From an optimization exercise on the open Yosys and OpenROAD flow, aimed at small area, a short achievable clock period and few clock cycles per item; shortcuts taken in it are not production practice.
Function was not checked in any run shown here: the RTL went through the layout flow alone.

## flow/design.v (module list and top-level ports; edited modules follow where they fit)
// module two_point_weight_conversion: 1579 lines
module two_point_weight_conversion #(
    parameter int SAMPLE_BITS = 16
) (
    input  logic                   clk,
    input  logic                   rst_n,
    input  logic                   cfg_we,
    input  logic [1:0]             cfg_index,
    input  logic [15:0]            cfg_data,
    input  logic                   in_valid,
    output logic                   in_stall,
    input  logic [SAMPLE_BITS-1:0] adc_sample,
    output logic                   out_valid,
    input  logic                   out_stall,
    output logic [31:0]            weight_value,
    output logic                   below_zero,
    output logic                   span_error
);
  // ...
==> flow/run.sh <==
#!/bin/bash
# synth_recipe.tcl (not shown) runs the flow's synth.tcl, then flattens the netlist and writes it again
# the make line also repeats each setting of config.mk as NAME=value (left out here)
make -C /OpenROAD-flow-scripts/flow DESIGN_CONFIG=/design/flow/config.mk WORK_HOME=/design/flow/orfs CLKGATE_MAP_FILE= SYNTH_SCRIPT=/design/flow/synth_recipe.tcl finish
==> flow/config.mk <==
export PLATFORM = sky130hd
export DESIGN_NAME = two_point_weight_conversion
export DESIGN_NICKNAME = two_point_weight_conversion
export VERILOG_FILES = /design/flow/design.v
export SDC_FILE = /design/flow/constraint.sdc
export NUM_CORES = 4
export LEC_CHECK = 0
export CAP_MARGIN = 20
export CORE_MARGIN = 2
export CORE_UTILIZATION = 40
export SETUP_SLACK_MARGIN = 5
export SLEW_MARGIN = 20
==> flow/constraint.sdc <==
create_clock -name core_clock -period 10.0 [get_ports {clk}]
set_input_delay 2.0000 -clock core_clock [delete_from_list [all_inputs] [get_ports {clk}]]
set_output_delay 2.0000 -clock core_clock [all_outputs]
set_load 0.01 [all_outputs]
==> results.toml, run 1 <==
[flow_run]
max-cap-violations = 0

[worst_setup_path]
setup.worst_path.start_class = "register"
startpoint = "st[0]"
path_buf_inv = 5

[synthesis]
synth_edf_count = 707
synthTopCellsByCount = "793 x inv_1, 707 x edfxtp_1, 543 x fa_1"

[cells_and_area]
multi_input_gates = 3706
dominant-cell-class = "multi-input gates"
final_common_cell = "inv_1"
reg_top3 = "kc_r x32, kcs_s x32"

[sta]
finalSetupViolCount = 0
whs_ns = 0.412
grt_setup_unrepaired = "yes"
maxSlewViolCount = 0

[place]
dpl_cell_area_um2 = 62500

[worst_hold_path]
worstHoldPathCells = 0

[detailed_routing]
vias = 40472
met2WireLength_um = 81400
maxUsedRoutingLayer = "met5"

[outcome]
status = "timing/DRC/antenna clean"
==> run 2: changes to the inputs <==
==> flow/flow/run.sh (new file) <==
#!/bin/bash
# Standard layout, with timing repair aimed at a setup slack of 6.6 ns.
set -euo pipefail
bash standard.sh SETUP_SLACK_MARGIN=6.6 finish > standard_flow.log 2>&1
test -f out/final.def
==> flow/standard.sh (new file) <==
#!/bin/bash
# synth_recipe.tcl (not shown) runs the flow's synth.tcl, then flattens the netlist and writes it again
# the make line also repeats each setting of config.mk as NAME=value (left out here)
make -C /OpenROAD-flow-scripts/flow DESIGN_CONFIG=/design/flow/config.mk WORK_HOME=/design/flow/orfs CLKGATE_MAP_FILE= SYNTH_SCRIPT=/design/flow/synth_recipe.tcl "${@:-finish}"
--- a/flow/config.mk
+++ b/flow/config.mk
@@ -8,5 +8,4 @@
 export CAP_MARGIN = 20
 export CORE_MARGIN = 2
 export CORE_UTILIZATION = 40
-export SETUP_SLACK_MARGIN = 5
 export SLEW_MARGIN = 20
removed: flow/run.sh
==> run 2 against run 1 <==
  * Still clean on timing, DRC and antenna
  * Global-route usage up 0.20 points
  * Non-clock buffer count up 270
  * Clock skew decreased by 0.043 ns
  * Sequential cell count unchanged
  * Largest cell class unchanged
==> results.toml, run 2 <==
[outcome]
status = "timing/DRC/antenna clean"

[global_routing]
first_global_vias = 42958
grtUsageTotal = 0.222
overflow = 0
antenna_found_initial = 7
grt_pass1_wl_um = 257000
grt_max_degree = 183

[worst_setup_path]
r2r_cells = 16
path_class = "register to register"
cp.arrival_ns = 5.35
setup.worst_path.start_class = "register"
endpoint_kind = "register"
critPathMaxFanout = 8
cp.required_ns = 10.45

[sta]
maxSlewViolCount = 0
period_share = 0.490
slew_headroom = 0.233
tns_ns = 0
hold_violations = 0
grt_setup_unrepaired = "yes"
post-route-min-period_ns = 4.90
worstMarginPinSlew_ns = 1.15
finalSetupViolCount = 0
whs_ns = 0.397
max_freq_ghz = 0.204
skew_ns = 0.0308

[synthesis]
yosys.area.top_type_share = 0.357
synthArstFlopShare = 0.0971
synth.area.top_cells = "edfxtp_1 36%, fa_1 18%, ha_1 7.7%"
syn_inst = 5440
synth_edf_count = 707
yosys.area.top_type = "edfxtp_1"
ys_types = 87
synth.net_count = 6386
synth_area_per_cell_um2 = 10.9
netlist_area_um2 = 59500
synthTopCellsByCount = "793 x inv_1, 707 x edfxtp_1, 543 x fa_1"
ys.flop_type = "edfxtp_1"
yosysMostFrequentCell = "inv_1"
ys.warnings.count = 2
ys_ff_latch = 783
yosysSeqAreaShare = 0.389

[cts]
htree_levels = 3
numCtsBuffers = 90
cts_tree = "yes"
numClockSinks = 783
cts_root_buf = "clkbuf_16"
cts_buffer_depth = 3
cts.reportedPaths.clkPinSlew_ns = 0.06
holdBufCountCts = 0
clock_latency_ns = 0.71

[place]
place_congestion = 0.884
numPortBuffers = 73
hpwl_um = 118000

[cells_and_area]
final_common_cell = "edfxtp_1"
nets = 6752
reg_top3 = "kc_r x32, kcs_s x32"
areaGrowthSynthToFinish_pct = 21.6
most-common-layout-cells = "707 x edfxtp_1, 679 x inv_1, 479 x nand2_1"
drive_above_1_share = 0.245

[floorplanning]
die_height_um = 390
start_util = 0.403
fp.dieW_um = 390
rows = 141
io_pins = 75
core_um2 = 148000
die_area_um2 = 152000

[detailed_routing]
wl_per_cell_um = 21.9
ant_nets = 0
drc = 0
wl_um = 171000
drt_iter0_markers = 3029
vias_per_cell = 5.37
vias = 41940
dr.pass1.iters = 7

[worst_hold_path]
worstHoldPathCells = 0
hp-class = "register to register"

[flow_run]
max-cap-violations = 0
[run 2: cell count changes in the layout (fill, tap and decap cells not counted), sizes merged, moves of 2 or more]
cell	delta
dlygate4sd2	+2
nor2	+2
clkdlybuf4s50	-35
inv	-5
bufinv	-8
clkbuf	+19
buf	+272
clkdlybuf4s15	+28
diode	-3
clkinv	-2
[run 2: kinds of logic (layout without fill, tap and decap cells)]
family,count (synthesis),count (layout),share of synthesized area
simple gates,1475,1479,0.122
buf+inv,962,1386,0.0612
fa+ha+maj,907,907,0.259
compound gates,806,807,0.0849
flops,783,783,0.389
mux,271,282,0.0494
xor+xnor,235,235,0.0346
other cells,1,5,0.0000630
[run 2: worst max-delay path, cell delays in order (launching register included)]
cell	delay (ns)
dfstp_2	0.53
nand2b_4	0.16
nor2_4	0.06
buf_12	0.13
buf_16	0.15
mux2_4	0.38
and2_4	0.18
fa_1	0.47
inv_1	0.06
fa_1	0.58
inv_1	0.07
fa_2	0.53
inv_2	0.04
fa_2	0.35
fa_2	0.52
inv_1	0.05
fa_2	0.39
[run 2: timing repair]
item                                    CTS  global route
gates cloned                             23             4
gates resized for setup                 700           343
setup buffers                           192           108
pin swaps                               209           179
endpoints found under the setup margin  446           390
[run 2: path summary, 6_finish.rpt]
| check | slack [ns] | start | endpoint |
|---|---|---|---|
| max reg2reg | 5.10 | st[0] | kcs_c[9] |
| min reg2reg | 0.40 | dn_3[3] | dn_4[4] |
| min in group asynchronous | 1.32 | rst_n | c2_r[2] |
| max in group asynchronous | 8.11 | rst_n | st[2] |
| max | 5.10 | st[0] | kcs_c[9] |
| min | 0.40 | dn_3[3] | dn_4[4] |
[run 2: area by class of cell]
| type | count | area (µm²) |
|---|---|---|
| well taps | 1930 | 2410 |
| repair buffers | 426 | 4420 |
| flip-flops and latches | 783 | 23100 |
| clock inverters | 51 | 497 |
| fillers | 13020 | 75300 |
| inverters | 794 | 3010 |
| diodes | 4 | 10.0 |
| multi-input cells | 3711 | 36400 |
| clock buffers | 115 | 2430 |
[run 2: per-stage QoR]
step / utilization / instances / instance area (µm²) / setup slack, ns
floorplan: - / 5440 / 60100 / 5.31
global placement: 0.425 / 7315 / 62800 / 4.50
detailed placement: 0.425 / 7316 / 62800 / 4.47
CTS: 0.474 / 7697 / 70000 / 5.12
global route: 0.490 / 7811 / 72400 / 5.02
finish: 0.490 / 7814 / 72400 / 5.10
[run 2: metal layers]
metal	track usage	wire length (µm)	vias to the layer above
met5	0	7	-
met4	0.100	8990	2
met3	0.0323	9490	436
met2	0.367	80400	1296
met1	0.290	72400	21210
li1	-	-	18996

-- re-timing with driven ports --
In the flow no input, the clock included, has a driving cell. The finished layouts below were timed again as built, in two steps. Step 1 assumes that a clkbuf_16 drives the clock port and a buf_2 every other input. Step 2 also shifts input and output timing later by t, the mid clock arrival at the registers, as if the neighbouring blocks saw the same clock. Slacks: ideal / step 1 / step 2; pairs: ideal / step 1.
run	shift t [ns]	slack for setup (ns)	worst setup path at the end
run 1	0.758	4.900 / 4.900 / 4.900	register to register
run 2	0.778	5.102 / 5.102 / 5.102	register to register
After both steps every run listed still meets setup and hold.
